This design comes from an exercise in tuning for small area, a short achievable clock period and few clock cycles per item on the open sky130 flow, not from production work.
No run shown here included a check of the RTL's function; only the layout flow was run.

==> flow/design.v, too long to show whole: its modules and the start of the top module <==
// module gdd_date_unit: 105 lines
// module gdd_diff: 289 lines
// module gdd_fa: 4 lines
// module gdd_ha: 4 lines
// module gdd_pg: 4 lines
// module gdd_g: 3 lines
// module gregorian_date_difference_days: 364 lines
module gregorian_date_difference_days (
  input  logic        clk_i,
  input  logic        rst_ni,
  input  logic        s_axis_tvalid_i,
  output logic        s_axis_tready_o,
  input  logic [71:0] s_axis_tdata_i,
  output logic        m_axis_tvalid_o,
  input  logic        m_axis_tready_i,
  output logic [31:0] m_axis_tdata_o,
  output logic [0:0]  m_axis_tuser_o
);
  // ...
==> flow/flow/run.sh <==
#!/bin/bash
# The standard layout, with the port buffers made from the platform's
# smallest plain buffer instead of the delay buffer the flow picks.
set -euo pipefail
export BUFFER_PORTS_ARGS="-buffer_cell sky130_fd_sc_hd__buf_1"
bash standard.sh > standard.log 2>&1
==> flow/standard.sh <==
#!/bin/bash
# synth_recipe.tcl (not shown) runs the flow's synth.tcl, then flattens the netlist and writes it again
# the make line also repeats each setting of config.mk as NAME=value (left out here)
make -C /OpenROAD-flow-scripts/flow DESIGN_CONFIG=/design/flow/config.mk WORK_HOME=/design/flow/orfs CLKGATE_MAP_FILE= SYNTH_SCRIPT=/design/flow/synth_recipe.tcl "${@:-finish}"
==> flow/config.mk <==
export PLATFORM = sky130hd
export DESIGN_NAME = gregorian_date_difference_days
export DESIGN_NICKNAME = gregorian_date_difference_days
export VERILOG_FILES = /design/flow/design.v
export SDC_FILE = /design/flow/constraint.sdc
export NUM_CORES = 4
export LEC_CHECK = 0
export CAP_MARGIN = 20
export CORE_MARGIN = 2
export CORE_UTILIZATION = 50
export CTS_BUF_LIST = sky130_fd_sc_hd__clkbuf_4 sky130_fd_sc_hd__clkbuf_8
export SLEW_MARGIN = 20
export SYNTH_HIERARCHICAL = 1
export SYNTH_MINIMUM_KEEP_SIZE = 0
==> flow/constraint.sdc <==
create_clock -name core_clock -period 8.5 [get_ports {clk_i}]
set_input_delay 1.7000 -clock core_clock [delete_from_list [all_inputs] [get_ports {clk_i}]]
set_output_delay 1.7000 -clock core_clock [all_outputs]
set_load 0.01 [all_outputs]
==> impl_metrics.yaml, run 1 <==
synth:
  synth_xor_area_share_pct: 5.74
  yosysWarnings: 7
  synthTopCellsByCount: "271 x inv_1, 225 x ha_1, 187 x a21o_1, 130 x and2_1, 130 x edfxtp_1"
  ys.flop_type: "edfxtp_1"
  ys_seq_elements: 133
  synth_top_family_by_area: "adder cells"
hold_path:
  min_path_type: "register to register"
route:
  drt.antenna.violating_nets: 0
  dr_wl_met2_um: 14500
  wl_met1_um: 14600
setup_path:
  crit_type: "register to register"
  critPathCaptureType: "register"
  cp_slowest_cell: "fa_1"
  crit_family: "adder cells"
  start_kind: "register"
grt:
  grt_pass1_wl_um: 50500
  grt_use_total_pct: 20.6
  first_global_vias: 10100
die:
  num_rows: 63
  die-area_um2: 31800
  io_pins: 111
  start_util_pct: 51.0
  coreArea_um2: 29800
clock_network:
  cts.clk_slew.worst_paths_ns: 0.10
  cts_tree: "built"
  cts.sinks: 133
  root_buffer: "clkbuf_8"
finish:
  final-clk-cell-share_pct: 2.58
  nFlopsAndLatches: 133
  comb.multi_input.count: 974
  antennaDiodeCount: 1
  instances_no_fill: 1909
  fin_nets: 1928
outcome:
  outcome: "timing/DRC/antenna clean"
==> run 2, diff against run 1 <==
--- a/flow/config.mk
+++ b/flow/config.mk
@@ -9,5 +9,4 @@
 export CORE_MARGIN = 2
 export CORE_UTILIZATION = 50
-export CTS_BUF_LIST = sky130_fd_sc_hd__clkbuf_4 sky130_fd_sc_hd__clkbuf_8
 export SLEW_MARGIN = 20
 export SYNTH_HIERARCHICAL = 1
==> impl_metrics.yaml, run 2 <==
outcome:
  outcome: "timing/DRC/antenna clean"
synth:
  synth_top_area_share_pct: 25.7
  synth_async_sr_flop_share_pct: 2.26
  avgSynthCellArea_um2: 10.5
  synth_area_leaders: "edfxtp_1 26%, ha_1 19%, fa_1 16%"
  synth_top_area_cell: "edfxtp_1"
  synth_edf_count: 130
  synthCells: 1443
  ys.flop_type: "edfxtp_1"
  synth_area_um2: 15200
  synthTopCellsByCount: "271 x inv_1, 225 x ha_1, 187 x a21o_1, 130 x and2_1, 130 x edfxtp_1"
  ys_seq_elements: 133
  synth_cell_types: 59
  seq_area_frac_synth_pct: 26.2
  synth.most_common_cell: "inv_1"
  yosysWarnings: 7
finish:
  mostFrequentLayoutCell: "inv_1"
  final_core_util_pct: 54.4
  fin_area_um2: 16200
  largest_reg_flops: 26
  area_growth_syn_to_layout_pct: 6.79
  fin_nets: 1928
  largest_register: "days3"
  final_cell_mix: "271 x inv_1, 225 x ha_1, 187 x a21o_1, 130 x and2_1, 130 x edfxtp_1"
  drive_gt1_share_pct: 4.22
timing:
  slew_violations: 0
  timing.final.crit_share_pct: 50.5
  worstMarginPinSlew_ns: 0.936
  clock.fmax_mhz: 233
  setup_viol: 0
  slew_headroom_pct: 37.6
  tns_ns: 0
  rsz0062_at_grt: "false"
  hold_viol: 0
  clock_skew_ns: 0.0103
  period_minus_slack_ns: 4.29
grt:
  grt_overflow: 0
  grt_max_degree: 73
  grt_use_total_pct: 20.7
  first_global_vias: 10100
  antenna_found_initial: 1
  grt_pass1_wl_um: 50600
setup_path:
  crit_fanout: 6
  critPathCaptureType: "register"
  cp.required_ns: 8.68
  crit_type: "register to register"
  crit_arrival_ns: 4.47
  start_kind: "register"
route:
  wl_um: 30500
  dr.pass1.iters: 4
  drtIter0Drc: 324
  vias_per_cell: 5.07
  vias: 9674
  drc: 0
  drt.antenna.violating_nets: 0
  routedWlPerCell_um: 16.0
placement:
  dp_hpwl_um: 26000
  place_area_um2: 15600
  place.gp.congestion: 0.856
  portBuffers: 104
die:
  fp.dieW_um: 178
  dieHeight_um: 178
  coreArea_um2: 29800
  io_pins: 111
  die-area_um2: 31800
  num_rows: 63
  start_util_pct: 51.0
clock_network:
  cts.clk_slew.worst_paths_ns: 0.07
  post_cts_buffers: 0
  root_buffer: "clkbuf_16"
  cts.sinks: 133
  htree_levels: 4
  numCtsBuffers: 17
  clk_latency_ns: 0.43
  clockBufferDepth: 2
  cts_tree: "built"
  cts_resized: 0
  cts_hold_buf: 0
hold_path:
  min_path_type: "register to register"
run:
  maxCapViolCount: 0
## run 2: final timing paths
check | cells past startpoint | startpoint | slack, ns | end
max in group asynchronous | 1 | rst_ni | 7.28 | v2_q
setup reg to reg | 11 | dy2[3] | 4.21 | days3[24]
min in group asynchronous | 1 | rst_ni | 1.07 | v3_q
hold / removal | 1 | v2_q | 0.46 | v3_q
hold reg to reg | 1 | v2_q | 0.46 | v3_q
setup / recovery | 11 | dy2[3] | 4.21 | days3[24]
## run 2: cells by family after synthesis
group           Yosys count  share of synthesized area (%)
xor+xnor                 91                           5.74
fa+ha+maj               347                           34.6
other cells               3                         0.0741
simple gates            236                           9.02
flops                   133                           26.2
buf+inv                 343                           10.1
mux                      11                          0.914
compound gates          279                           13.4
## run 2: cell type report
class                      count  area [um^2]
fill                        2705        13600
multi-input combinational    974         9710
sequential                   133         3980
inverter                     273         1020
tap                          390          488
clock buffer                  18          439
timing repair buffer         106          405
clock inverter                14          166
antenna                        1         2.50
## run 2: per-layer routing
metal / share of wire (%) / GRT usage [%]
met5: 0 / 0
met4: 1.2 / 4.67
met3: 2.5 / 2.69
met2: 48 / 34.5
met1: 48 / 28.8
## run 2: critical path: stages, from the launching register on
cell      delay (ns)
edfxtp_1        0.59
fa_1            0.63
fa_1            0.45
fa_1            0.54
fa_1            0.41
ha_1            0.35
and2_1          0.20
a21o_1          0.18
a21o_1          0.20
a21o_1          0.18
a21o_1          0.16
xor2_1          0.16
## run 2: per-stage QoR
stage	cells	hold WS (ns)	setup slack, ns
5_1_grt	1908	0.500	4.04
6_report	1909	0.463	4.21
3_3_place_gp	1876	0.437	4.02
4_1_cts	1908	0.471	4.18
2_1_floorplan	1450	0.400	1.83
3_5_place_dp	1876	0.455	3.95
## run 2: modules after synthesis (local to each module, per instance)
module,cell area (um^2),copies in the design
gdd_pg,13.8,102
gdd_g,7.51,83
gregorian_date_difference_days,6820,1
gdd_diff,870,1
gdd_date_unit,737,2
gdd_ha,12.5,124
gdd_fa,20.0,122
==> module gdd_date_unit, before the edit <==
module gdd_date_unit (
  input  logic [15:0] year_i,
  input  logic        gt2_i,     
  input  logic        okb_i,     
  input  logic        f29_i,     
  output logic        ok_o,
  output logic [7:0]  hia_o,
  output logic [7:0]  hib_o,
  output logic        c9_o,
  output logic [1:0]  g_o,
  output logic        lp_o       
);
  logic [11:0] z;
  logic [3:0]  y3;
  logic [8:0]  f;
  assign z  = year_i[15:4];
  assign y3 = year_i[3:0];
  logic pp_1, pp_2, pp_3, pp_4, pp_5, pp_6, pp_7, pp_8, pp_9, pp_10, pp_11, pp_12, pp_13, pp_14, pp_15, pp_16, pp_17, pp_18, pp_19, pp_20, pp_21, pp_22, pp_23, pp_24, pp_25, pp_26, pp_27, pp_28, pp_29, pp_30, pp_31, pp_32, pp_33, pp_34, pp_35, pp_36, pp_37, pp_38, pp_39, pp_40, pp_41, pp_42, pp_43, pp_44, pp_45, pp_46, pp_47, pp_48, pp_49, pp_50;
  gdd_ha u_pp_1 (.a(z[0]), .b(z[2]), .s(pp_1), .co(pp_2));
  gdd_fa u_pp_3 (.a(z[1]), .b(z[3]), .c(z[6]), .s(pp_3), .co(pp_4));
  gdd_fa u_pp_5 (.a(z[2]), .b(z[4]), .c(z[7]), .s(pp_5), .co(pp_6));
  gdd_fa u_pp_7 (.a(z[3]), .b(z[5]), .c(z[8]), .s(pp_7), .co(pp_8));
  gdd_fa u_pp_9 (.a(z[4]), .b(z[6]), .c(z[9]), .s(pp_9), .co(pp_10));
  gdd_fa u_pp_11 (.a(z[5]), .b(z[7]), .c(z[10]), .s(pp_11), .co(pp_12));
  gdd_fa u_pp_13 (.a(z[6]), .b(z[8]), .c(z[11]), .s(pp_13), .co(pp_14));
  gdd_ha u_pp_15 (.a(z[7]), .b(z[9]), .s(pp_15), .co(pp_16));
  gdd_ha u_pp_17 (.a(z[8]), .b(z[10]), .s(pp_17), .co(pp_18));
  gdd_ha u_pp_19 (.a(z[9]), .b(z[11]), .s(pp_19), .co(pp_20));
  gdd_ha u_pp_21 (.a(z[1]), .b(~z[6]), .s(pp_21), .co(pp_22));
  gdd_ha u_pp_23 (.a(z[2]), .b(~z[7]), .s(pp_23), .co(pp_24));
  gdd_fa u_pp_25 (.a(z[0]), .b(z[3]), .c(~z[8]), .s(pp_25), .co(pp_26));
  gdd_fa u_pp_27 (.a(z[1]), .b(z[4]), .c(~z[9]), .s(pp_27), .co(pp_28));
  gdd_fa u_pp_29 (.a(z[5]), .b(~z[10]), .c(pp_1), .s(pp_29), .co(pp_30));
  gdd_fa u_pp_31 (.a(~z[11]), .b(pp_2), .c(pp_3), .s(pp_31), .co(pp_32));
  assign pp_33 = ~1'b0 ^ pp_4 ^ pp_5;
  assign pp_34 = (~1'b0 & pp_4) | (~1'b0 & pp_5) | (pp_4 & pp_5);
  assign pp_35 = ~1'b0 ^ pp_6 ^ pp_7;
  assign pp_36 = (~1'b0 & pp_6) | (~1'b0 & pp_7) | (pp_6 & pp_7);
  assign pp_37 = ~1'b0 ^ pp_8 ^ pp_9;
  assign pp_38 = (~1'b0 & pp_8) | (~1'b0 & pp_9) | (pp_8 & pp_9);
  assign pp_39 = ~1'b0 ^ pp_10 ^ pp_11;
  assign pp_40 = (~1'b0 & pp_10) | (~1'b0 & pp_11) | (pp_10 & pp_11);
  assign pp_41 = ~1'b0 ^ pp_12 ^ pp_13;
  assign pp_42 = (~1'b0 & pp_12) | (~1'b0 & pp_13) | (pp_12 & pp_13);
  assign pp_43 = ~1'b0 ^ pp_15 ^ pp_14;
  assign pp_44 = (~1'b0 & pp_15) | (~1'b0 & pp_14) | (pp_15 & pp_14);
  assign pp_45 = ~1'b0 ^ pp_16 ^ pp_17;
  assign pp_46 = (~1'b0 & pp_16) | (~1'b0 & pp_17) | (pp_16 & pp_17);
  assign pp_47 = ~1'b0 ^ pp_18 ^ pp_19;
  assign pp_48 = (~1'b0 & pp_18) | (~1'b0 & pp_19) | (pp_18 & pp_19);
  assign pp_49 = z[10] ^ ~1'b0 ^ pp_20;
  assign pp_50 = (z[10] & ~1'b0) | (z[10] & pp_20) | (~1'b0 & pp_20);
  logic pl_1, pl_2, pl_3, pl_4, pl_5, pl_6, pl_7, pl_8, pl_9, pl_10, pl_11, pl_12, pl_13, pl_14, pl_15, pl_16, pl_17, pl_18, pl_19, pl_20, pl_21, pl_22, pl_23, pl_24, pl_25, pl_26, pl_27, pl_28, pl_29, pl_30, pl_31, pl_32, pl_33, pl_34, pl_35, pl_36, pl_37, pl_38, pl_39, pl_40, pl_41;
  assign pl_1 = ~(pp_21);
  gdd_ha u_pl_2 (.a(pp_22), .b(pp_23), .s(pl_2), .co(pl_3));
  gdd_ha u_pl_4 (.a(pp_24), .b(pp_25), .s(pl_4), .co(pl_5));
  gdd_ha u_pl_6 (.a(pp_26), .b(pp_27), .s(pl_6), .co(pl_7));
  gdd_ha u_pl_8 (.a(pp_28), .b(pp_29), .s(pl_8), .co(pl_9));
  gdd_ha u_pl_10 (.a(pp_30), .b(pp_31), .s(pl_10), .co(pl_11));
  gdd_ha u_pl_12 (.a(pp_32), .b(pp_33), .s(pl_12), .co(pl_13));
  gdd_ha u_pl_14 (.a(pp_34), .b(pp_35), .s(pl_14), .co(pl_15));
  gdd_ha u_pl_16 (.a(pp_36), .b(pp_37), .s(pl_16), .co(pl_17));
  gdd_g u_pl_18 (.g1(pl_3), .p1(pl_2), .g0(pp_21), .g(pl_18));
  gdd_pg u_pl_19 (.g1(pl_7), .p1(pl_6), .g0(pl_5), .p0(pl_4), .g(pl_19), .p(pl_20));
  gdd_pg u_pl_21 (.g1(pl_11), .p1(pl_10), .g0(pl_9), .p0(pl_8), .g(pl_21), .p(pl_22));
  gdd_pg u_pl_23 (.g1(pl_15), .p1(pl_14), .g0(pl_13), .p0(pl_12), .g(pl_23), .p(pl_24));
  gdd_g u_pl_25 (.g1(pl_19), .p1(pl_20), .g0(pl_18), .g(pl_25));
  gdd_pg u_pl_26 (.g1(pl_23), .p1(pl_24), .g0(pl_21), .p0(pl_22), .g(pl_26), .p(pl_27));
  gdd_g u_pl_28 (.g1(pl_26), .p1(pl_27), .g0(pl_25), .g(pl_28));
  gdd_g u_pl_29 (.g1(pl_21), .p1(pl_22), .g0(pl_25), .g(pl_29));
  gdd_g u_pl_30 (.g1(pl_5), .p1(pl_4), .g0(pl_18), .g(pl_30));
  gdd_g u_pl_31 (.g1(pl_9), .p1(pl_8), .g0(pl_25), .g(pl_31));
  gdd_g u_pl_32 (.g1(pl_13), .p1(pl_12), .g0(pl_29), .g(pl_32));
  gdd_g u_pl_33 (.g1(pl_17), .p1(pl_16), .g0(pl_28), .g(pl_33));
  assign pl_34 = pl_2 ^ pp_21;
  assign pl_35 = pl_4 ^ pl_18;
  assign pl_36 = pl_6 ^ pl_30;
  assign pl_37 = pl_8 ^ pl_25;
  assign pl_38 = pl_10 ^ pl_31;
  assign pl_39 = pl_12 ^ pl_29;
  assign pl_40 = pl_14 ^ pl_32;
  assign pl_41 = pl_16 ^ pl_28;
  assign f     = {pl_41, pl_40, pl_39, pl_38, pl_37, pl_36, pl_35, pl_34, pl_1};
  assign c9_o  = pl_33;
  assign hia_o = {z[11], pp_50, pp_48, pp_46, pp_44, pp_42, pp_40, pp_38};
  assign hib_o = {~1'b0, ~z[11], pp_49, pp_47, pp_45, pp_43, pp_41, pp_39};
  logic r6, r7, r12, r13, r18, r19;
  assign r6  = (f >= gdd_pkg::FR6);
  assign r7  = (f >= gdd_pkg::FR7);
  assign r12 = (f >= gdd_pkg::FR12);
  assign r13 = (f >= gdd_pkg::FR13);
  assign r18 = (f >= gdd_pkg::FR18);
  assign r19 = (f >= gdd_pkg::FR19);
  logic gt100, gt200, gt300, is100, is200, is300, leap;
  assign gt100 = r7  || (r6  && (y3 >= 4'd5));
  assign gt200 = r13 || (r12 && (y3 >= 4'd9));
  assign gt300 = r19 || (r18 && (y3 >= 4'd13));
  assign is100 = r6  && !r7  && (y3 == 4'd4);
  assign is200 = r12 && !r13 && (y3 == 4'd8);
  assign is300 = r18 && !r19 && (y3 == 4'd12);
  assign leap  = (y3[1:0] == 2'b00) && !is100 && !is200 && !is300;
  assign g_o   = {gt200, gt100 ^ gt200 ^ gt300};
  assign lp_o = leap && gt2_i;
  assign ok_o = okb_i || (f29_i && leap);
endmodule
==> module gregorian_date_difference_days, before the edit <==
module gregorian_date_difference_days (
  input  logic        clk_i,
  input  logic        rst_ni,
  input  logic        s_axis_tvalid_i,
  output logic        s_axis_tready_o,
  input  logic [71:0] s_axis_tdata_i,
  output logic        m_axis_tvalid_o,
  input  logic        m_axis_tready_i,
  output logic [31:0] m_axis_tdata_o,
  output logic [0:0]  m_axis_tuser_o
);
  logic [15:0] ey, sy;
  logic [3:0]  em, sm;
  logic [4:0]  ed, sd, eh, sh;
  logic [5:0]  emi, smi;
  assign {smi, sh, sd, sm, sy, emi, eh, ed, em, ey} = s_axis_tdata_i;
  logic en, v1_q, v2_q, v3_q;
  assign en = !v3_q || m_axis_tready_i;
  always_ff @(posedge clk_i or negedge rst_ni) begin
    if (!rst_ni) begin
      v1_q <= 1'b0;
      v2_q <= 1'b0;
      v3_q <= 1'b0;
    end else if (en) begin
      v1_q <= s_axis_tvalid_i;
      v2_q <= v1_q;
      v3_q <= v2_q;
    end
  end
  function automatic logic [4:0] month_len(input logic [3:0] mo);
    unique case (mo)
      4'd1, 4'd3, 4'd5, 4'd7, 4'd8, 4'd10, 4'd12: month_len = 5'd31;
      4'd4, 4'd6, 4'd9, 4'd11:                    month_len = 5'd30;
      4'd2:                                       month_len = 5'd28;
      default:                                    month_len = 5'd0;
    endcase
  endfunction
  function automatic logic [8:0] cum_days(input logic [3:0] mo);
    unique case (mo)
      4'd2:    cum_days = 9'd31;
      4'd3:    cum_days = 9'd59;
      4'd4:    cum_days = 9'd90;
      4'd5:    cum_days = 9'd120;
      4'd6:    cum_days = 9'd151;
      4'd7:    cum_days = 9'd181;
      4'd8:    cum_days = 9'd212;
      4'd9:    cum_days = 9'd243;
      4'd10:   cum_days = 9'd273;
      4'd11:   cum_days = 9'd304;
      4'd12:   cum_days = 9'd334;
      default: cum_days = 9'd0;
    endcase
  endfunction
  logic [8:0] ecum, scum, edoy, sdoy;
  assign ecum = cum_days(em);
  assign scum = cum_days(sm);
  logic eda_1, eda_2, eda_3, eda_4, eda_5, eda_6, eda_7, eda_8, eda_9, eda_10, eda_11, eda_12, eda_13, eda_14, eda_15, eda_16, eda_17, eda_18, eda_19, eda_20, eda_21, eda_22, eda_23, eda_24, eda_25, eda_26, eda_27, eda_28, eda_29, eda_30, eda_31, eda_32, eda_33, eda_34;
  gdd_ha u_eda_1 (.a(ecum[0]), .b(ed[0]), .s(eda_1), .co(eda_2));
  gdd_ha u_eda_3 (.a(ecum[1]), .b(ed[1]), .s(eda_3), .co(eda_4));
  gdd_ha u_eda_5 (.a(ecum[2]), .b(ed[2]), .s(eda_5), .co(eda_6));
  gdd_ha u_eda_7 (.a(ecum[3]), .b(ed[3]), .s(eda_7), .co(eda_8));
  gdd_ha u_eda_9 (.a(ecum[4]), .b(ed[4]), .s(eda_9), .co(eda_10));
  gdd_g u_eda_11 (.g1(eda_4), .p1(eda_3), .g0(eda_2), .g(eda_11));
  gdd_pg u_eda_12 (.g1(eda_8), .p1(eda_7), .g0(eda_6), .p0(eda_5), .g(eda_12), .p(eda_13));
  assign eda_14 = 1'b0 | (ecum[5] & eda_10);
  assign eda_15 = ecum[5] & eda_9;
  assign eda_16 = 1'b0 | (ecum[7] & 1'b0);
  assign eda_17 = ecum[7] & ecum[6];
  gdd_g u_eda_18 (.g1(eda_12), .p1(eda_13), .g0(eda_11), .g(eda_18));
  gdd_pg u_eda_19 (.g1(eda_16), .p1(eda_17), .g0(eda_14), .p0(eda_15), .g(eda_19), .p(eda_20));
  gdd_g u_eda_21 (.g1(eda_19), .p1(eda_20), .g0(eda_18), .g(eda_21));
  gdd_g u_eda_22 (.g1(eda_14), .p1(eda_15), .g0(eda_18), .g(eda_22));
  gdd_g u_eda_23 (.g1(eda_6), .p1(eda_5), .g0(eda_11), .g(eda_23));
  gdd_g u_eda_24 (.g1(eda_10), .p1(eda_9), .g0(eda_18), .g(eda_24));
  assign eda_25 = 1'b0 | (ecum[6] & eda_22);
  assign eda_26 = 1'b0 | (ecum[8] & eda_21);
  assign eda_27 = eda_3 ^ eda_2;
  assign eda_28 = eda_5 ^ eda_11;
  assign eda_29 = eda_7 ^ eda_23;
  assign eda_30 = eda_9 ^ eda_18;
  assign eda_31 = ecum[5] ^ eda_24;
  assign eda_32 = ecum[6] ^ eda_22;
  assign eda_33 = ecum[7] ^ eda_25;
  assign eda_34 = ecum[8] ^ eda_21;
  assign edoy = {eda_34, eda_33, eda_32, eda_31, eda_30, eda_29, eda_28, eda_27, eda_1};
  logic sda_1, sda_2, sda_3, sda_4, sda_5, sda_6, sda_7, sda_8, sda_9, sda_10, sda_11, sda_12, sda_13, sda_14, sda_15, sda_16, sda_17, sda_18, sda_19, sda_20, sda_21, sda_22, sda_23, sda_24, sda_25, sda_26, sda_27, sda_28, sda_29, sda_30, sda_31, sda_32, sda_33, sda_34;
  gdd_ha u_sda_1 (.a(scum[0]), .b(sd[0]), .s(sda_1), .co(sda_2));
  gdd_ha u_sda_3 (.a(scum[1]), .b(sd[1]), .s(sda_3), .co(sda_4));
  gdd_ha u_sda_5 (.a(scum[2]), .b(sd[2]), .s(sda_5), .co(sda_6));
  gdd_ha u_sda_7 (.a(scum[3]), .b(sd[3]), .s(sda_7), .co(sda_8));
  gdd_ha u_sda_9 (.a(scum[4]), .b(sd[4]), .s(sda_9), .co(sda_10));
  gdd_g u_sda_11 (.g1(sda_4), .p1(sda_3), .g0(sda_2), .g(sda_11));
  gdd_pg u_sda_12 (.g1(sda_8), .p1(sda_7), .g0(sda_6), .p0(sda_5), .g(sda_12), .p(sda_13));
  assign sda_14 = 1'b0 | (scum[5] & sda_10);
  assign sda_15 = scum[5] & sda_9;
  assign sda_16 = 1'b0 | (scum[7] & 1'b0);
  assign sda_17 = scum[7] & scum[6];
  gdd_g u_sda_18 (.g1(sda_12), .p1(sda_13), .g0(sda_11), .g(sda_18));
  gdd_pg u_sda_19 (.g1(sda_16), .p1(sda_17), .g0(sda_14), .p0(sda_15), .g(sda_19), .p(sda_20));
  gdd_g u_sda_21 (.g1(sda_19), .p1(sda_20), .g0(sda_18), .g(sda_21));
  gdd_g u_sda_22 (.g1(sda_14), .p1(sda_15), .g0(sda_18), .g(sda_22));
  gdd_g u_sda_23 (.g1(sda_6), .p1(sda_5), .g0(sda_11), .g(sda_23));
  gdd_g u_sda_24 (.g1(sda_10), .p1(sda_9), .g0(sda_18), .g(sda_24));
  assign sda_25 = 1'b0 | (scum[6] & sda_22);
  assign sda_26 = 1'b0 | (scum[8] & sda_21);
  assign sda_27 = sda_3 ^ sda_2;
  assign sda_28 = sda_5 ^ sda_11;
  assign sda_29 = sda_7 ^ sda_23;
  assign sda_30 = sda_9 ^ sda_18;
  assign sda_31 = scum[5] ^ sda_24;
  assign sda_32 = scum[6] ^ sda_22;
  assign sda_33 = scum[7] ^ sda_25;
  assign sda_34 = scum[8] ^ sda_21;
  assign sdoy = {sda_34, sda_33, sda_32, sda_31, sda_30, sda_29, sda_28, sda_27, sda_1};
  logic [15:0] ey1, sy1;
  logic [8:0]  edoy1, sdoy1;
  logic        egt21, sgt21;
  logic        dec1, inc1, tok1, eokb1, sokb1, ef291, sf291;
  always_ff @(posedge clk_i) begin
    if (en) begin
      ey1   <= ey;
      sy1   <= sy;
      edoy1 <= edoy;
      sdoy1 <= sdoy;
      egt21 <= (em > 4'd2);
      sgt21 <= (sm > 4'd2);
      dec1  <= ({ey, em, ed} > {sy, sm, sd}) && ({sh, smi} > {eh, emi});
      inc1  <= ({ey, em, ed} < {sy, sm, sd}) && ({eh, emi} > {sh, smi});
      tok1  <= (eh <= 5'd23) && (emi <= 6'd59) && (sh <= 5'd23) && (smi <= 6'd59);
      eokb1 <= (ed != 5'd0) && (ed <= month_len(em));
      sokb1 <= (sd != 5'd0) && (sd <= month_len(sm));
      ef291 <= (em == 4'd2) && (ed == 5'd29);
      sf291 <= (sm == 4'd2) && (sd == 5'd29);
    end
  end
  logic       eok, sok, elp, slp, ec9, sc9;
  logic [7:0] ehia, ehib, shia, shib;
  logic [1:0] eg, sg;
  gdd_date_unit u_end (
    .year_i(ey1), .gt2_i(egt21), .okb_i(eokb1), .f29_i(ef291),
    .ok_o(eok), .hia_o(ehia), .hib_o(ehib), .c9_o(ec9), .g_o(eg), .lp_o(elp)
  );
  gdd_date_unit u_start (
    .year_i(sy1), .gt2_i(sgt21), .okb_i(sokb1), .f29_i(sf291),
    .ok_o(sok), .hia_o(shia), .hib_o(shib), .c9_o(sc9), .g_o(sg), .lp_o(slp)
  );
  logic [16:0] dy;
  logic [8:0]  dqz;
  logic [10:0] du;
  logic        hq;
  assign hq  = (ey1[1:0] != 2'd0) && ((sy1[1:0] == 2'd0) || (ey1[1:0] < sy1[1:0]));
  logic us_1, us_2, us_3, us_4, us_5, us_6, us_7, us_8, us_9, us_10, us_11, us_12, us_13, us_14, us_15, us_16, us_17, us_18, us_19, us_20, us_21, us_22, us_23, us_24;
  gdd_ha u_us_1 (.a(edoy1[0]), .b(hq), .s(us_1), .co(us_2));
  gdd_ha u_us_3 (.a(inc1), .b(~sdoy1[0]), .s(us_3), .co(us_4));
  assign us_5 = ~edoy1[1] ^ sdoy1[1] ^ 1'b0;
  assign us_6 = (~edoy1[1] & sdoy1[1]) | (~edoy1[1] & 1'b0) | (sdoy1[1] & 1'b0);
  gdd_ha u_us_7 (.a(~dec1), .b(us_3), .s(us_7), .co(us_8));
  gdd_fa u_us_9 (.a(us_4), .b(us_2), .c(~us_5), .s(us_9), .co(us_10));
  gdd_fa u_us_11 (.a(~edoy1[2]), .b(sdoy1[2]), .c(us_6), .s(us_11), .co(us_12));
  gdd_ha u_us_13 (.a(edoy1[3]), .b(~sdoy1[3]), .s(us_13), .co(us_14));
  assign us_15 = ~edoy1[4] ^ sdoy1[4] ^ 1'b0;
  assign us_16 = (~edoy1[4] & sdoy1[4]) | (~edoy1[4] & 1'b0) | (sdoy1[4] & 1'b0);
  gdd_ha u_us_17 (.a(edoy1[5]), .b(~sdoy1[5]), .s(us_17), .co(us_18));
  gdd_ha u_us_19 (.a(edoy1[6]), .b(~sdoy1[6]), .s(us_19), .co(us_20));
  gdd_ha u_us_21 (.a(edoy1[7]), .b(~sdoy1[7]), .s(us_21), .co(us_22));
  assign us_23 = ~edoy1[8] ^ sdoy1[8] ^ 1'b0;
  assign us_24 = (~edoy1[8] & sdoy1[8]) | (~edoy1[8] & 1'b0) | (sdoy1[8] & 1'b0);
  logic ua_1, ua_2, ua_3, ua_4, ua_5, ua_6, ua_7, ua_8, ua_9, ua_10, ua_11, ua_12, ua_13, ua_14, ua_15, ua_16, ua_17, ua_18, ua_19, ua_20, ua_21, ua_22, ua_23, ua_24, ua_25, ua_26, ua_27, ua_28, ua_29, ua_30, ua_31, ua_32, ua_33, ua_34, ua_35, ua_36, ua_37, ua_38, ua_39, ua_40, ua_41, ua_42, ua_43, ua_44, ua_45, ua_46, ua_47, ua_48, ua_49;
  gdd_ha u_ua_1 (.a(us_7), .b(us_1), .s(ua_1), .co(ua_2));
  gdd_ha u_ua_3 (.a(us_8), .b(us_9), .s(ua_3), .co(ua_4));
  gdd_ha u_ua_5 (.a(us_10), .b(~us_11), .s(ua_5), .co(ua_6));
  gdd_ha u_ua_7 (.a(~us_12), .b(us_13), .s(ua_7), .co(ua_8));
  gdd_ha u_ua_9 (.a(us_14), .b(~us_15), .s(ua_9), .co(ua_10));
  gdd_ha u_ua_11 (.a(~us_16), .b(us_17), .s(ua_11), .co(ua_12));
  gdd_ha u_ua_13 (.a(us_18), .b(us_19), .s(ua_13), .co(ua_14));
  gdd_ha u_ua_15 (.a(us_20), .b(us_21), .s(ua_15), .co(ua_16));
  gdd_ha u_ua_17 (.a(us_22), .b(~us_23), .s(ua_17), .co(ua_18));
  assign ua_19 = ~(~us_24);
  gdd_g u_ua_20 (.g1(ua_4), .p1(ua_3), .g0(ua_2), .g(ua_20));
  gdd_pg u_ua_21 (.g1(ua_8), .p1(ua_7), .g0(ua_6), .p0(ua_5), .g(ua_21), .p(ua_22));
  gdd_pg u_ua_23 (.g1(ua_12), .p1(ua_11), .g0(ua_10), .p0(ua_9), .g(ua_23), .p(ua_24));
  gdd_pg u_ua_25 (.g1(ua_16), .p1(ua_15), .g0(ua_14), .p0(ua_13), .g(ua_25), .p(ua_26));
  gdd_pg u_ua_27 (.g1(~us_24), .p1(ua_19), .g0(ua_18), .p0(ua_17), .g(ua_27), .p(ua_28));
  gdd_g u_ua_29 (.g1(ua_21), .p1(ua_22), .g0(ua_20), .g(ua_29));
  gdd_pg u_ua_30 (.g1(ua_25), .p1(ua_26), .g0(ua_23), .p0(ua_24), .g(ua_30), .p(ua_31));
  gdd_g u_ua_32 (.g1(ua_30), .p1(ua_31), .g0(ua_29), .g(ua_32));
  gdd_g u_ua_33 (.g1(ua_23), .p1(ua_24), .g0(ua_29), .g(ua_33));
  gdd_g u_ua_34 (.g1(ua_27), .p1(ua_28), .g0(ua_32), .g(ua_34));
  gdd_g u_ua_35 (.g1(ua_6), .p1(ua_5), .g0(ua_20), .g(ua_35));
  gdd_g u_ua_36 (.g1(ua_10), .p1(ua_9), .g0(ua_29), .g(ua_36));
  gdd_g u_ua_37 (.g1(ua_14), .p1(ua_13), .g0(ua_33), .g(ua_37));
  gdd_g u_ua_38 (.g1(ua_18), .p1(ua_17), .g0(ua_32), .g(ua_38));
  assign ua_39 = 1'b0 | (1'b0 & ua_34);
  assign ua_40 = ua_3 ^ ua_2;
  assign ua_41 = ua_5 ^ ua_20;
  assign ua_42 = ua_7 ^ ua_35;
  assign ua_43 = ua_9 ^ ua_29;
  assign ua_44 = ua_11 ^ ua_36;
  assign ua_45 = ua_13 ^ ua_33;
  assign ua_46 = ua_15 ^ ua_37;
  assign ua_47 = ua_17 ^ ua_32;
  assign ua_48 = ua_19 ^ ua_38;
  assign ua_49 = 1'b0 ^ ua_34;
  logic qs_1, qs_2, qs_3, qs_4, qs_5, qs_6, qs_7, qs_8, qs_9, qs_10, qs_11, qs_12, qs_13, qs_14, qs_15, qs_16, qs_17, qs_18, qs_19, qs_20, qs_21, qs_22, qs_23, qs_24, qs_25, qs_26, qs_27, qs_28, qs_29, qs_30, qs_31, qs_32, qs_33, qs_34, qs_35, qs_36, qs_37, qs_38, qs_39, qs_40, qs_41, qs_42, qs_43, qs_44, qs_45, qs_46, qs_47, qs_48, qs_49, qs_50, qs_51, qs_52;
  gdd_ha u_qs_1 (.a(ehia[0]), .b(ehib[0]), .s(qs_1), .co(qs_2));
  assign qs_3 = shia[0] ^ shib[0] ^ 1'b0;
  assign qs_4 = (shia[0] & shib[0]) | (shia[0] & 1'b0) | (shib[0] & 1'b0);
  gdd_fa u_qs_5 (.a(ehia[1]), .b(ehib[1]), .c(qs_2), .s(qs_5), .co(qs_6));
  gdd_ha u_qs_7 (.a(ehia[2]), .b(ehib[2]), .s(qs_7), .co(qs_8));
  gdd_ha u_qs_9 (.a(ehia[3]), .b(ehib[3]), .s(qs_9), .co(qs_10));
  gdd_ha u_qs_11 (.a(ehia[4]), .b(ehib[4]), .s(qs_11), .co(qs_12));
  gdd_ha u_qs_13 (.a(ehia[5]), .b(ehib[5]), .s(qs_13), .co(qs_14));
  gdd_ha u_qs_15 (.a(ehia[6]), .b(ehib[6]), .s(qs_15), .co(qs_16));
  gdd_ha u_qs_17 (.a(ehia[7]), .b(ehib[7]), .s(qs_17), .co(qs_18));
  gdd_ha u_qs_19 (.a(qs_1), .b(~qs_3), .s(qs_19), .co(qs_20));
  gdd_fa u_qs_21 (.a(shia[1]), .b(shib[1]), .c(qs_4), .s(qs_21), .co(qs_22));
  gdd_fa u_qs_23 (.a(shia[2]), .b(shib[2]), .c(~qs_7), .s(qs_23), .co(qs_24));
  gdd_fa u_qs_25 (.a(shia[3]), .b(shib[3]), .c(~qs_8), .s(qs_25), .co(qs_26));
  gdd_fa u_qs_27 (.a(shia[4]), .b(shib[4]), .c(~qs_10), .s(qs_27), .co(qs_28));
  gdd_fa u_qs_29 (.a(shia[5]), .b(shib[5]), .c(~qs_12), .s(qs_29), .co(qs_30));
  gdd_fa u_qs_31 (.a(shia[6]), .b(shib[6]), .c(~qs_14), .s(qs_31), .co(qs_32));
  gdd_fa u_qs_33 (.a(shia[7]), .b(shib[7]), .c(~qs_16), .s(qs_33), .co(qs_34));
  gdd_ha u_qs_35 (.a(qs_19), .b(ec9), .s(qs_35), .co(qs_36));
  gdd_fa u_qs_37 (.a(qs_20), .b(qs_5), .c(~qs_21), .s(qs_37), .co(qs_38));
  gdd_fa u_qs_39 (.a(~qs_6), .b(qs_23), .c(qs_22), .s(qs_39), .co(qs_40));
  gdd_fa u_qs_41 (.a(~qs_9), .b(qs_24), .c(qs_25), .s(qs_41), .co(qs_42));
  gdd_fa u_qs_43 (.a(~qs_11), .b(qs_26), .c(qs_27), .s(qs_43), .co(qs_44));
  gdd_fa u_qs_45 (.a(~qs_13), .b(qs_28), .c(qs_29), .s(qs_45), .co(qs_46));
  gdd_fa u_qs_47 (.a(~qs_15), .b(qs_30), .c(qs_31), .s(qs_47), .co(qs_48));
  gdd_fa u_qs_49 (.a(~qs_17), .b(qs_32), .c(qs_33), .s(qs_49), .co(qs_50));
  gdd_ha u_qs_51 (.a(qs_18), .b(~qs_34), .s(qs_51), .co(qs_52));
  logic qa_1, qa_2, qa_3, qa_4, qa_5, qa_6, qa_7, qa_8, qa_9, qa_10, qa_11, qa_12, qa_13, qa_14, qa_15, qa_16, qa_17, qa_18, qa_19, qa_20, qa_21, qa_22, qa_23, qa_24, qa_25, qa_26, qa_27, qa_28, qa_29, qa_30, qa_31, qa_32, qa_33, qa_34, qa_35, qa_36, qa_37, qa_38, qa_39, qa_40, qa_41, qa_42;
  gdd_ha u_qa_1 (.a(qs_35), .b(~sc9), .s(qa_1), .co(qa_2));
  gdd_ha u_qa_3 (.a(qs_36), .b(qs_37), .s(qa_3), .co(qa_4));
  gdd_ha u_qa_5 (.a(qs_38), .b(~qs_39), .s(qa_5), .co(qa_6));
  gdd_ha u_qa_7 (.a(~qs_40), .b(~qs_41), .s(qa_7), .co(qa_8));
  gdd_ha u_qa_9 (.a(~qs_42), .b(~qs_43), .s(qa_9), .co(qa_10));
  gdd_ha u_qa_11 (.a(~qs_44), .b(~qs_45), .s(qa_11), .co(qa_12));
  gdd_ha u_qa_13 (.a(~qs_46), .b(~qs_47), .s(qa_13), .co(qa_14));
  gdd_ha u_qa_15 (.a(~qs_48), .b(~qs_49), .s(qa_15), .co(qa_16));
  gdd_ha u_qa_17 (.a(~qs_50), .b(qs_51), .s(qa_17), .co(qa_18));
  gdd_g u_qa_19 (.g1(qa_4), .p1(qa_3), .g0(qa_2), .g(qa_19));
  gdd_pg u_qa_20 (.g1(qa_8), .p1(qa_7), .g0(qa_6), .p0(qa_5), .g(qa_20), .p(qa_21));
  gdd_pg u_qa_22 (.g1(qa_12), .p1(qa_11), .g0(qa_10), .p0(qa_9), .g(qa_22), .p(qa_23));
  gdd_pg u_qa_24 (.g1(qa_16), .p1(qa_15), .g0(qa_14), .p0(qa_13), .g(qa_24), .p(qa_25));
  gdd_g u_qa_26 (.g1(qa_20), .p1(qa_21), .g0(qa_19), .g(qa_26));
  gdd_pg u_qa_27 (.g1(qa_24), .p1(qa_25), .g0(qa_22), .p0(qa_23), .g(qa_27), .p(qa_28));
  gdd_g u_qa_29 (.g1(qa_27), .p1(qa_28), .g0(qa_26), .g(qa_29));
  gdd_g u_qa_30 (.g1(qa_22), .p1(qa_23), .g0(qa_26), .g(qa_30));
  gdd_g u_qa_31 (.g1(qa_6), .p1(qa_5), .g0(qa_19), .g(qa_31));
  gdd_g u_qa_32 (.g1(qa_10), .p1(qa_9), .g0(qa_26), .g(qa_32));
  gdd_g u_qa_33 (.g1(qa_14), .p1(qa_13), .g0(qa_30), .g(qa_33));
  gdd_g u_qa_34 (.g1(qa_18), .p1(qa_17), .g0(qa_29), .g(qa_34));
  assign qa_35 = qa_3 ^ qa_2;
  assign qa_36 = qa_5 ^ qa_19;
  assign qa_37 = qa_7 ^ qa_31;
  assign qa_38 = qa_9 ^ qa_26;
  assign qa_39 = qa_11 ^ qa_32;
  assign qa_40 = qa_13 ^ qa_30;
  assign qa_41 = qa_15 ^ qa_33;
  assign qa_42 = qa_17 ^ qa_29;
  logic ya_1, ya_2, ya_3, ya_4, ya_5, ya_6, ya_7, ya_8, ya_9, ya_10, ya_11, ya_12, ya_13, ya_14, ya_15, ya_16, ya_17, ya_18, ya_19, ya_20, ya_21, ya_22, ya_23, ya_24, ya_25, ya_26, ya_27, ya_28, ya_29, ya_30, ya_31, ya_32, ya_33, ya_34, ya_35, ya_36, ya_37, ya_38, ya_39, ya_40, ya_41, ya_42, ya_43, ya_44, ya_45, ya_46, ya_47, ya_48, ya_49, ya_50, ya_51, ya_52, ya_53, ya_54, ya_55, ya_56, ya_57, ya_58, ya_59, ya_60, ya_61, ya_62, ya_63, ya_64, ya_65, ya_66, ya_67, ya_68, ya_69, ya_70, ya_71, ya_72, ya_73, ya_74, ya_75, ya_76, ya_77, ya_78, ya_79, ya_80, ya_81, ya_82, ya_83, ya_84, ya_85, ya_86, ya_87, ya_88;
  gdd_ha u_ya_1 (.a(ey1[0]), .b(~sy1[0]), .s(ya_1), .co(ya_2));
  gdd_ha u_ya_3 (.a(ey1[1]), .b(~sy1[1]), .s(ya_3), .co(ya_4));
  gdd_ha u_ya_5 (.a(ey1[2]), .b(~sy1[2]), .s(ya_5), .co(ya_6));
  gdd_ha u_ya_7 (.a(ey1[3]), .b(~sy1[3]), .s(ya_7), .co(ya_8));
  gdd_ha u_ya_9 (.a(ey1[4]), .b(~sy1[4]), .s(ya_9), .co(ya_10));
  gdd_ha u_ya_11 (.a(ey1[5]), .b(~sy1[5]), .s(ya_11), .co(ya_12));
  gdd_ha u_ya_13 (.a(ey1[6]), .b(~sy1[6]), .s(ya_13), .co(ya_14));
  gdd_ha u_ya_15 (.a(ey1[7]), .b(~sy1[7]), .s(ya_15), .co(ya_16));
  gdd_ha u_ya_17 (.a(ey1[8]), .b(~sy1[8]), .s(ya_17), .co(ya_18));
  gdd_ha u_ya_19 (.a(ey1[9]), .b(~sy1[9]), .s(ya_19), .co(ya_20));
  gdd_ha u_ya_21 (.a(ey1[10]), .b(~sy1[10]), .s(ya_21), .co(ya_22));
  gdd_ha u_ya_23 (.a(ey1[11]), .b(~sy1[11]), .s(ya_23), .co(ya_24));
  gdd_ha u_ya_25 (.a(ey1[12]), .b(~sy1[12]), .s(ya_25), .co(ya_26));
  gdd_ha u_ya_27 (.a(ey1[13]), .b(~sy1[13]), .s(ya_27), .co(ya_28));
  gdd_ha u_ya_29 (.a(ey1[14]), .b(~sy1[14]), .s(ya_29), .co(ya_30));
  gdd_ha u_ya_31 (.a(ey1[15]), .b(~sy1[15]), .s(ya_31), .co(ya_32));
  assign ya_33 = ya_2 | (ya_1 & 1'b1);
  gdd_g u_ya_34 (.g1(ya_4), .p1(ya_3), .g0(ya_33), .g(ya_34));
  gdd_pg u_ya_35 (.g1(ya_8), .p1(ya_7), .g0(ya_6), .p0(ya_5), .g(ya_35), .p(ya_36));
  gdd_pg u_ya_37 (.g1(ya_12), .p1(ya_11), .g0(ya_10), .p0(ya_9), .g(ya_37), .p(ya_38));
  gdd_pg u_ya_39 (.g1(ya_16), .p1(ya_15), .g0(ya_14), .p0(ya_13), .g(ya_39), .p(ya_40));
  gdd_pg u_ya_41 (.g1(ya_20), .p1(ya_19), .g0(ya_18), .p0(ya_17), .g(ya_41), .p(ya_42));
  gdd_pg u_ya_43 (.g1(ya_24), .p1(ya_23), .g0(ya_22), .p0(ya_21), .g(ya_43), .p(ya_44));
  gdd_pg u_ya_45 (.g1(ya_28), .p1(ya_27), .g0(ya_26), .p0(ya_25), .g(ya_45), .p(ya_46));
  gdd_pg u_ya_47 (.g1(ya_32), .p1(ya_31), .g0(ya_30), .p0(ya_29), .g(ya_47), .p(ya_48));
  gdd_g u_ya_49 (.g1(ya_35), .p1(ya_36), .g0(ya_34), .g(ya_49));
  gdd_pg u_ya_50 (.g1(ya_39), .p1(ya_40), .g0(ya_37), .p0(ya_38), .g(ya_50), .p(ya_51));
  gdd_pg u_ya_52 (.g1(ya_43), .p1(ya_44), .g0(ya_41), .p0(ya_42), .g(ya_52), .p(ya_53));
  gdd_pg u_ya_54 (.g1(ya_47), .p1(ya_48), .g0(ya_45), .p0(ya_46), .g(ya_54), .p(ya_55));
  gdd_g u_ya_56 (.g1(ya_50), .p1(ya_51), .g0(ya_49), .g(ya_56));
  gdd_pg u_ya_57 (.g1(ya_54), .p1(ya_55), .g0(ya_52), .p0(ya_53), .g(ya_57), .p(ya_58));
  gdd_g u_ya_59 (.g1(ya_57), .p1(ya_58), .g0(ya_56), .g(ya_59));
  gdd_g u_ya_60 (.g1(ya_52), .p1(ya_53), .g0(ya_56), .g(ya_60));
  gdd_g u_ya_61 (.g1(ya_37), .p1(ya_38), .g0(ya_49), .g(ya_61));
  gdd_g u_ya_62 (.g1(ya_41), .p1(ya_42), .g0(ya_56), .g(ya_62));
  gdd_g u_ya_63 (.g1(ya_45), .p1(ya_46), .g0(ya_60), .g(ya_63));
  gdd_g u_ya_64 (.g1(ya_6), .p1(ya_5), .g0(ya_34), .g(ya_64));
  gdd_g u_ya_65 (.g1(ya_10), .p1(ya_9), .g0(ya_49), .g(ya_65));
  gdd_g u_ya_66 (.g1(ya_14), .p1(ya_13), .g0(ya_61), .g(ya_66));
  gdd_g u_ya_67 (.g1(ya_18), .p1(ya_17), .g0(ya_56), .g(ya_67));
  gdd_g u_ya_68 (.g1(ya_22), .p1(ya_21), .g0(ya_62), .g(ya_68));
  gdd_g u_ya_69 (.g1(ya_26), .p1(ya_25), .g0(ya_60), .g(ya_69));
  gdd_g u_ya_70 (.g1(ya_30), .p1(ya_29), .g0(ya_63), .g(ya_70));
  assign ya_71 = 1'b0 | (1'b1 & ya_59);
  assign ya_72 = ya_1 ^ 1'b1;
  assign ya_73 = ya_3 ^ ya_33;
  assign ya_74 = ya_5 ^ ya_34;
  assign ya_75 = ya_7 ^ ya_64;
  assign ya_76 = ya_9 ^ ya_49;
  assign ya_77 = ya_11 ^ ya_65;
  assign ya_78 = ya_13 ^ ya_61;
  assign ya_79 = ya_15 ^ ya_66;
  assign ya_80 = ya_17 ^ ya_56;
  assign ya_81 = ya_19 ^ ya_67;
  assign ya_82 = ya_21 ^ ya_62;
  assign ya_83 = ya_23 ^ ya_68;
  assign ya_84 = ya_25 ^ ya_60;
  assign ya_85 = ya_27 ^ ya_69;
  assign ya_86 = ya_29 ^ ya_63;
  assign ya_87 = ya_31 ^ ya_70;
  assign ya_88 = 1'b1 ^ ya_59;
  assign dy  = {ya_88, ya_87, ya_86, ya_85, ya_84, ya_83, ya_82, ya_81, ya_80, ya_79, ya_78, ya_77, ya_76, ya_75, ya_74, ya_73, ya_72};
  assign dqz = {qa_42, qa_41, qa_40, qa_39, qa_38, qa_37, qa_36, qa_35, qa_1};
  assign du  = {ua_49, ua_48, ua_47, ua_46, ua_45, ua_44, ua_43, ua_42, ua_41, ua_40, ua_1};
  logic [15:0] dy2;
  logic        dy16n2, nqz8n2, elp2, nslp2, ok2;
  logic [7:0]  nqz2;
  logic [1:0]  neg2, sg2;
  logic [10:0] du2;
  always_ff @(posedge clk_i) begin
    if (en) begin
      dy2    <= dy[15:0];
      dy16n2 <= !dy[16];
      nqz2   <= ~dqz[7:0];
      nqz8n2 <= dqz[8];
      neg2   <= ~eg;
      sg2    <= sg;
      du2    <= du;
      elp2   <= elp;
      nslp2  <= !slp;
      ok2    <= eok && sok && tok1;
    end
  end
  logic [25:0] days;
  gdd_diff u_diff (
    .dy(dy2), .dy16n(dy16n2), .nqz(nqz2), .nqz8n(nqz8n2),
    .neg_(neg2), .sg(sg2), .du(du2), .elp(elp2), .nslp(nslp2),
    .days_o(days)
  );
  logic        ok3;
  logic [25:0] days3;
  always_ff @(posedge clk_i) begin
    if (en) begin
      ok3   <= ok2;
      days3 <= days;
    end
  end
  assign s_axis_tready_o   = en;
  assign m_axis_tvalid_o   = v3_q;
  assign m_axis_tdata_o    = {6'd0, ok3 ? days3 : 26'd0};
  assign m_axis_tuser_o[0] = ok3;
endmodule
==> run 3, diff against run 2 <==
--- a/flow/design.v
+++ b/flow/design.v
@@ -9,7 +9,5 @@
 module gdd_date_unit (
   input  logic [15:0] year_i,
-  input  logic        gt2_i,     
-  input  logic        okb_i,     
-  input  logic        f29_i,     
+  input  logic [1:0]  code_i,    
   output logic        ok_o,
   output logic [7:0]  hia_o,
@@ -109,6 +107,6 @@
   assign leap  = (y3[1:0] == 2'b00) && !is100 && !is200 && !is300;
   assign g_o   = {gt200, gt100 ^ gt200 ^ gt300};
-  assign lp_o = leap && gt2_i;
-  assign ok_o = okb_i || (f29_i && leap);
+  assign lp_o = leap && code_i[1] && code_i[0];
+  assign ok_o = code_i[1] || (code_i[0] && leap);
 endmodule
 module gdd_diff (
@@ -532,6 +530,17 @@
   logic [15:0] ey1, sy1;
   logic [8:0]  edoy1, sdoy1;
-  logic        egt21, sgt21;
-  logic        dec1, inc1, tok1, eokb1, sokb1, ef291, sf291;
+  logic [1:0]  ecode1, scode1;
+  logic        dec1, inc1;
+  logic dlt, deq, tlt, teq;
+  assign dlt = {ey, em, ed} < {sy, sm, sd};
+  assign deq = {ey, em, ed} == {sy, sm, sd};
+  assign tlt = {eh, emi} < {sh, smi};
+  assign teq = {eh, emi} == {sh, smi};
+  logic tok, eokb, sokb, ef29, sf29;
+  assign tok  = (eh <= 5'd23) && (emi <= 6'd59) && (sh <= 5'd23) && (smi <= 6'd59);
+  assign eokb = (ed != 5'd0) && (ed <= month_len(em));
+  assign sokb = (sd != 5'd0) && (sd <= month_len(sm));
+  assign ef29 = (em == 4'd2) && (ed == 5'd29);
+  assign sf29 = (sm == 4'd2) && (sd == 5'd29);
   always_ff @(posedge clk_i) begin
     if (en) begin
@@ -540,13 +549,8 @@
       edoy1 <= edoy;
       sdoy1 <= sdoy;
-      egt21 <= (em > 4'd2);
-      sgt21 <= (sm > 4'd2);
-      dec1  <= ({ey, em, ed} > {sy, sm, sd}) && ({sh, smi} > {eh, emi});
-      inc1  <= ({ey, em, ed} < {sy, sm, sd}) && ({eh, emi} > {sh, smi});
-      tok1  <= (eh <= 5'd23) && (emi <= 6'd59) && (sh <= 5'd23) && (smi <= 6'd59);
-      eokb1 <= (ed != 5'd0) && (ed <= month_len(em));
-      sokb1 <= (sd != 5'd0) && (sd <= month_len(sm));
-      ef291 <= (em == 4'd2) && (ed == 5'd29);
-      sf291 <= (sm == 4'd2) && (sd == 5'd29);
+      ecode1 <= tok ? {eokb, eokb ? (em > 4'd2) : ef29} : 2'b00;
+      scode1 <= {sokb, sokb ? (sm > 4'd2) : sf29};
+      dec1   <= !dlt && !deq && tlt;
+      inc1   <= dlt && !tlt && !teq;
     end
   end
@@ -555,9 +559,9 @@
   logic [1:0] eg, sg;
   gdd_date_unit u_end (
-    .year_i(ey1), .gt2_i(egt21), .okb_i(eokb1), .f29_i(ef291),
+    .year_i(ey1), .code_i(ecode1),
     .ok_o(eok), .hia_o(ehia), .hib_o(ehib), .c9_o(ec9), .g_o(eg), .lp_o(elp)
   );
   gdd_date_unit u_start (
-    .year_i(sy1), .gt2_i(sgt21), .okb_i(sokb1), .f29_i(sf291),
+    .year_i(sy1), .code_i(scode1),
     .ok_o(sok), .hia_o(shia), .hib_o(shib), .c9_o(sc9), .g_o(sg), .lp_o(slp)
   );
@@ -758,5 +762,5 @@
       elp2   <= elp;
       nslp2  <= !slp;
-      ok2    <= eok && sok && tok1;
+      ok2    <= eok && sok;
     end
   end
--- a/flow/config.mk
+++ b/flow/config.mk
@@ -9,4 +9,5 @@
 export CORE_MARGIN = 2
 export CORE_UTILIZATION = 50
+export CTS_BUF_LIST = sky130_fd_sc_hd__clkbuf_4 sky130_fd_sc_hd__clkbuf_8
 export SLEW_MARGIN = 20
 export SYNTH_HIERARCHICAL = 1
==> impl_metrics.yaml, run 3 <==
finish:
  fin_nets: 1948
  final_cell_mix: "280 x inv_1, 226 x ha_1, 186 x a21o_1, 131 x and2_1, 127 x edfxtp_1"
  mostFrequentLayoutCell: "inv_1"
  nFillCells: 2747
  multi_input_area_um2: 9770
  final_core_util_pct: 53.6
  fin_area_um2: 16000
  antennaDiodeCount: 0
  area_growth_syn_to_layout_pct: 5.28
  largest_reg_flops: 26
  largest_register: "days3"
  drive_gt1_share_pct: 4.29
  seq_area_um2: 3890
synth:
  avgSynthCellArea_um2: 10.4
  yosysWarnings: 7
  synthTopCellsByCount: "280 x inv_1, 226 x ha_1, 186 x a21o_1, 131 x and2_1, 127 x edfxtp_1"
  synth_top_area_share_pct: 25.1
  synth_top_area_cell: "edfxtp_1"
  synth_area_leaders: "edfxtp_1 25%, ha_1 19%, fa_1 16%"
  synth_cell_types: 62
  synthCells: 1463
  synth_edf_count: 127
  ys.flop_type: "edfxtp_1"
  seq_area_frac_synth_pct: 25.6
  ys_seq_elements: 130
  synth_area_um2: 15200
  synth.most_common_cell: "inv_1"
  synth_async_sr_flop_share_pct: 2.31
clock_network:
  htree_levels: 4
  root_buffer: "clkbuf_8"
  numCtsBuffers: 17
  clk_latency_ns: 0.46
  cts_resized: 0
  post_cts_buffers: 0
  clockBufferDepth: 2
  cts.clk_slew.worst_paths_ns: 0.09
  cts_tree: "built"
  cts_hold_buf: 0
  cts.sinks: 130
timing:
  setup_ws_ns: 4.18
  worstMarginPinSlew_ns: 0.808
  slew_headroom_pct: 46.1
  setup_viol: 0
  hold_viol: 0
  timing.final.crit_share_pct: 50.8
  slew_violations: 0
  tns_ns: 0
  clock.fmax_mhz: 232
  rsz0062_at_grt: "false"
  period_minus_slack_ns: 4.32
  clock_skew_ns: 0.0165
placement:
  place.gp.congestion: 0.861
  dp_hpwl_um: 25700
  portBuffers: 104
  dpl_worst_slack_ns: 3.82
  place_area_um2: 15600
setup_path:
  start_kind: "register"
  crit_fanout: 6
  cp.required_ns: 8.69
  cpPeakStageDelay_ns: 0.64
  crit_path_frequent_cell: "a21o_1"
  crit_arrival_ns: 4.51
  crit_chain: "fa_1 > fa_1 > fa_1 > fa_1 > ha_1 > a21o_1 > a21o_1 > a21o_1 > a21o_1 > a21o_1 > xor2_1"
  cp_slowest_cell: "fa_1"
  crit_type: "register to register"
  critPathCaptureType: "register"
route:
  routedWlPerCell_um: 15.8
  vias: 9837
  drt.antenna.violating_nets: 0
  drc: 0
  wl_um: 30400
  vias_per_cell: 5.10
  drtIter0Drc: 375
  dr.pass1.iters: 5
grt:
  antenna_found_initial: 0
  grt_use_total_pct: 20.2
  grt_overflow: 0
  grt_pass1_wl_um: 49900
  grt_max_degree: 53
  first_global_vias: 10100
run:
  maxCapViolCount: 0
hold_path:
  min_path_type: "register to register"
die:
  die-area_um2: 31800
  io_pins: 111
  fp.dieW_um: 178
  start_util_pct: 50.9
  dieHeight_um: 178
  num_rows: 63
  coreArea_um2: 29800
outcome:
  outcome: "timing/DRC/antenna clean"
run 3: cell count changes in the layout (fill, tap and decap cells not counted), sizes merged, moves of 4 or more:
| cell | before | now |
|---|---|---|
| inv | 277 | 282 |
| clkinv | 5 | 9 |
| nor4 | 7 | 3 |
| xnor2 | 15 | 19 |
| nor2 | 22 | 16 |
| nand4 | 9 | 13 |
| o22a | 1 | 5 |
| xor2 | 76 | 70 |
| or3 | 1 | 9 |
run 3: Yosys stat by module (local to each module, per instance):
| module | flip-flops and latches | cell area [um^2] | copies in the design | cells |
|---|---|---|---|---|
| gdd_pg | 0 | 13.8 | 102 | 2 |
| gdd_date_unit | 0 | 742 | 2 | 112 |
| gdd_fa | 0 | 20.0 | 122 | 1 |
| gdd_g | 0 | 7.51 | 83 | 1 |
| gdd_ha | 0 | 12.5 | 124 | 1 |
| gregorian_date_difference_days | 130 | 6800 | 1 | 565 |
| gdd_diff | 0 | 870 | 1 | 141 |
run 3: kinds of logic after synthesis:
group                      count (synthesis)  share of synthesized area, %
buffers and inverters                    351                          10.3
adders and majority gates                348                          34.7
AOI/OAI and AO/OA                        279                          13.4
and+or+nand+nor                          254                          9.82
DFF                                      130                          25.6
xor gates and xnor gates                  89                          5.43
muxes                                      9                         0.693
other                                      3                        0.0742
run 3: metal layers:
layer	vias up	global-route usage (%)	part of all wire, %
li1	4962	-	-
met1	4689	26.6	47
met2	162	34.9	49
met3	24	2.98	3.1
met4	0	4.91	1.5
met5	-	0	0
run 3: cell type report:
class / instances / area share, %
Clock inverter: 15 / 0.877
Tap cell: 390 / 3.05
Sequential cell: 130 / 24.3
Multi-Input combinational cell: 989 / 61.1
Inverter: 280 / 6.58
Timing Repair Buffer: 106 / 2.54
Clock buffer: 17 / 1.46
run 3: worst max-delay path: cells and delay by family, from the launching register on:
family                   cells  cell delay (ns)
XOR/XNOR                     1             0.15
AO/OA/AOI/OAI                5             0.95
adder cells (fa/ha/maj)      5             2.34
flip-flops                   1             0.61
run 3: worst paths after layout:
check,start,slack (ns),end,depth (start not counted)
max in group asynchronous,rst_ni,7.32,v1_q,1
worst max-delay path,dy2[6],4.18,days3[19],11
min in group asynchronous,rst_ni,1.03,v2_q,1
worst min register to register,ok2,0.45,ok3,0
worst max register to register,dy2[6],4.18,days3[19],11
worst min-delay path,ok2,0.45,ok3,0
run 3: metrics by stage:
| stage | hold slack (ns) | instances |
|---|---|---|
| 2_1_floorplan | 0.400 | 1470 |
| 3_3_place_gp | 0.435 | 1895 |
| 3_5_place_dp | 0.435 | 1895 |
| 4_1_cts | 0.452 | 1927 |
| 5_1_grt | 0.476 | 1927 |
| 6_report | 0.451 | 1927 |
==> run 4, diff against run 3 <==
--- a/flow/config.mk
+++ b/flow/config.mk
@@ -8,5 +8,5 @@
 export CAP_MARGIN = 20
 export CORE_MARGIN = 2
-export CORE_UTILIZATION = 50
+export CORE_UTILIZATION = 70
 export CTS_BUF_LIST = sky130_fd_sc_hd__clkbuf_4 sky130_fd_sc_hd__clkbuf_8
 export SLEW_MARGIN = 20
==> impl_metrics.yaml, run 4 <==
synth:
  synthTopCellsByCount: "280 x inv_1, 226 x ha_1, 186 x a21o_1, 131 x and2_1, 127 x edfxtp_1"
  synth_async_sr_flop_share_pct: 2.31
  yosysWarnings: 7
  yosys.area_share.simple_pct: 9.82
  synth_area_um2: 15200
  synth_top_area_share_pct: 25.1
  synth_fa_ha_area_share_pct: 34.7
  ys_seq_elements: 130
  synth_cell_types: 62
  synth_xor_area_share_pct: 5.43
  synthMuxAreaShare_pct: 0.693
  synth.most_common_cell: "inv_1"
  synth_top_area_cell: "edfxtp_1"
  seq_area_frac_synth_pct: 25.6
  synth-compound-area-share_pct: 13.4
  synth_area_leaders: "edfxtp_1 25%, ha_1 19%, fa_1 16%"
  synth_top_family_by_area: "adder cells"
  synthCells: 1463
  ys.flop_type: "edfxtp_1"
  avgSynthCellArea_um2: 10.4
  synth_edf_count: 127
finish:
  area_growth_syn_to_layout_pct: 4.19
  instances_no_fill: 1811
  fin_area_um2: 15800
  mostFrequentLayoutCell: "inv_1"
  seq_area_um2: 3890
  final_cell_mix: "280 x inv_1, 226 x ha_1, 186 x a21o_1, 131 x and2_1, 127 x edfxtp_1"
  largest_register: "days3"
  fin_nets: 1947
  multi_input_area_um2: 9760
  largest_reg_flops: 26
  nFillCells: 1571
  drive_gt1_share_pct: 4.36
  antennaDiodeCount: 0
route:
  drc: 0
  drt.antenna.violating_nets: 0
  drtIter0Drc: 508
  dr.pass1.iters: 4
  vias_per_cell: 5.61
  vias: 10200
  wl_um: 29700
  routedWlPerCell_um: 16.4
die:
  dieHeight_um: 151
  start_util_pct: 71.7
  io_pins: 111
  num_rows: 53
  coreArea_um2: 21200
  die-area_um2: 22900
  fp.dieW_um: 151
timing:
  period_minus_slack_ns: 4.34
  setup_viol: 0
  slew_headroom_pct: 42.0
  setup_ws_ns: 4.16
  tns_ns: 0
  timing.final.crit_share_pct: 51.0
  worstMarginPinSlew_ns: 0.870
  hold_slack_ns: 0.464
  slew_violations: 0
  hold_viol: 0
  clock_skew_ns: 0.0158
  rsz0062_at_grt: "false"
  clock.fmax_mhz: 231
setup_path:
  ff2ff_path_depth: 14
  crit_arrival_ns: 4.54
  crit_type: "register to register"
  crit_chain: "fa_1 > fa_1 > ha_1 > a21o_1 > a21o_1 > a21o_1 > a21o_1 > ha_1 > ha_1 > a21o_1 > a21o_1 > a21o_1 > a21o_1 > xnor2_1"
  cp.required_ns: 8.70
  critPathCaptureType: "register"
  crit_path_frequent_cell: "a21o_1"
  cpPeakStageDelay_ns: 0.60
  crit_fanout: 4
  cp_slowest_cell: "fa_1"
  start_kind: "register"
  r2r_end: "nqz2[7]"
  reg2reg_slack_ns: 4.16
  r2r_start: "ey1[5]"
hold_path:
  min-delay-start: "ok2"
  whs_endpoint: "ok3"
  min_path_type: "register to register"
  whs_path_depth: 0
clock_network:
  cts.sinks: 130
  post_cts_buffers: 0
  cts_tree: "built"
  root_buffer: "clkbuf_8"
  cts_resized: 0
  clockBufferDepth: 2
  cts.clk_slew.worst_paths_ns: 0.08
  htree_levels: 4
  clk_latency_ns: 0.45
  cts_hold_buf: 0
  numCtsBuffers: 17
placement:
  numPlacedInstances: 1779
  dp_hpwl_um: 24800
  portBuffers: 104
  place_area_um2: 15400
  dpl_worst_slack_ns: 3.97
  place.gp.congestion: 0.874
grt:
  grt_pass1_wl_um: 48600
  grt_overflow: 0
  antenna_found_initial: 0
  grt_use_total_pct: 27.3
  grt_max_degree: 72
  first_global_vias: 10200
run:
  maxCapViolCount: 0
outcome:
  outcome: "timing/DRC/antenna clean"
-- run 4: cell types whose count changed in the layout (fill, tap and decap cells not counted), sizes merged --
| cell | previous run | this run |
|---|---|---|
| clkinvlp | 2 | 1 |
| buf | 106 | 105 |
| bufinv | 2 | 1 |
| clkinv | 9 | 8 |
| inv | 282 | 285 |
-- run 4: metrics by stage --
stage	util (%)
after global placement	73.0
after CTS	74.7
after global routing	74.7
after detailed placement	73.0
after floorplan	-
final	74.7
-- run 4: per-layer routing --
layer / vias to the layer above / track usage (%) / part of all wire (%)
met5: - / 0 / 0
met4: 0 / 7.52 / 1.8
met3: 41 / 5.06 / 4.5
met2: 210 / 46.4 / 50
met1: 4943 / 36.1 / 44
li1: 4964 / - / -
-- run 4: layout make-up --
| type | instances | area share [%] |
|---|---|---|
| multi-input combinational | 989 | 61.7 |
| sequential | 130 | 24.6 |
| inverter | 280 | 6.65 |
| timing repair buffer | 105 | 2.52 |
| tap | 275 | 2.18 |
| clock buffer | 17 | 1.48 |
| clock inverter | 15 | 0.831 |
-- run 4: per-module statistics from Yosys (local to each module, per instance) --
module                          flip-flops and latches  cells
gdd_date_unit                                        0    112
gdd_ha                                               0      1
gdd_diff                                             0    141
gregorian_date_difference_days                     130    565
gdd_pg                                               0      2
gdd_g                                                0      1
gdd_fa                                               0      1
-- run 4: cells by family (layout without fill, tap and decap cells) --
family                   count (synthesis)  count (layout)
AO/OA/AOI/OAI                          279             279
XOR/XNOR                                89              89
adder cells (fa/ha/maj)                348             348
AND/OR/NAND/NOR                        254             254
buffers and inverters                  351             417
flip-flops                             130             130
other                                    3              10
multiplexers                             9               9
-- run 4: worst max-delay path by stage --
stage                       startpoint         endpoint  slack [ns]  cells after the start
finish                          ey1[5]          nqz2[7]        4.16                     14
global route                   ey1[10]          nqz2[7]        4.06                     14
CTS                    m_axis_tready_i  s_axis_tready_o        4.15                      3
detailed placement  s_axis_tdata_i[17]        ecode1[0]        3.97                     10
global placement    s_axis_tdata_i[54]             dec1        3.84                      8
floorplan              m_axis_tready_i  s_axis_tready_o        1.90                      1
-- run 4: worst max-delay path: cells and delay by family (launching register included) --
family                     cells  cell delay, ns
AOI/OAI and AO/OA              8            1.57
adders and majority gates      5            1.89
DFF                            1            0.53
xor gates and xnor gates       1            0.13

==> re-timing with driven ports <==
Ports are ideal in the flow. The routed layouts listed here were re-timed in OpenROAD. Step 1 assumes that a clkbuf_16 drives the clock port and a buf_2 every other input. Step 2 adds t to the input delays and takes it off the output delays; t is the mean of the earliest and latest rising clock arrival at the registers after step 1. Input paths then give back, and output paths get back, about the clock's delay inside the block. Three values: ideal, step 1, step 2; two values: the first two.
run | t (ns) | slack for setup (ns) | worst setup path at the end | pins driven straight from the clock port
run 1 | 0.508 | 4.233 / 4.233 / 3.909 | input to register | 1
run 2 | 0.475 | 4.211 / 4.211 / 3.904 | input to register | 1
run 3 | 0.496 | 4.183 / 4.183 / 3.857 | input to register | 1
run 4 | 0.487 | 4.162 / 4.147 / 3.947 | input to register | 1
After both steps setup and hold are still met in every run listed. The setup slack of run 3, which loses most, moves by 0.000 ns with the drivers and by -0.326 ns with both steps.
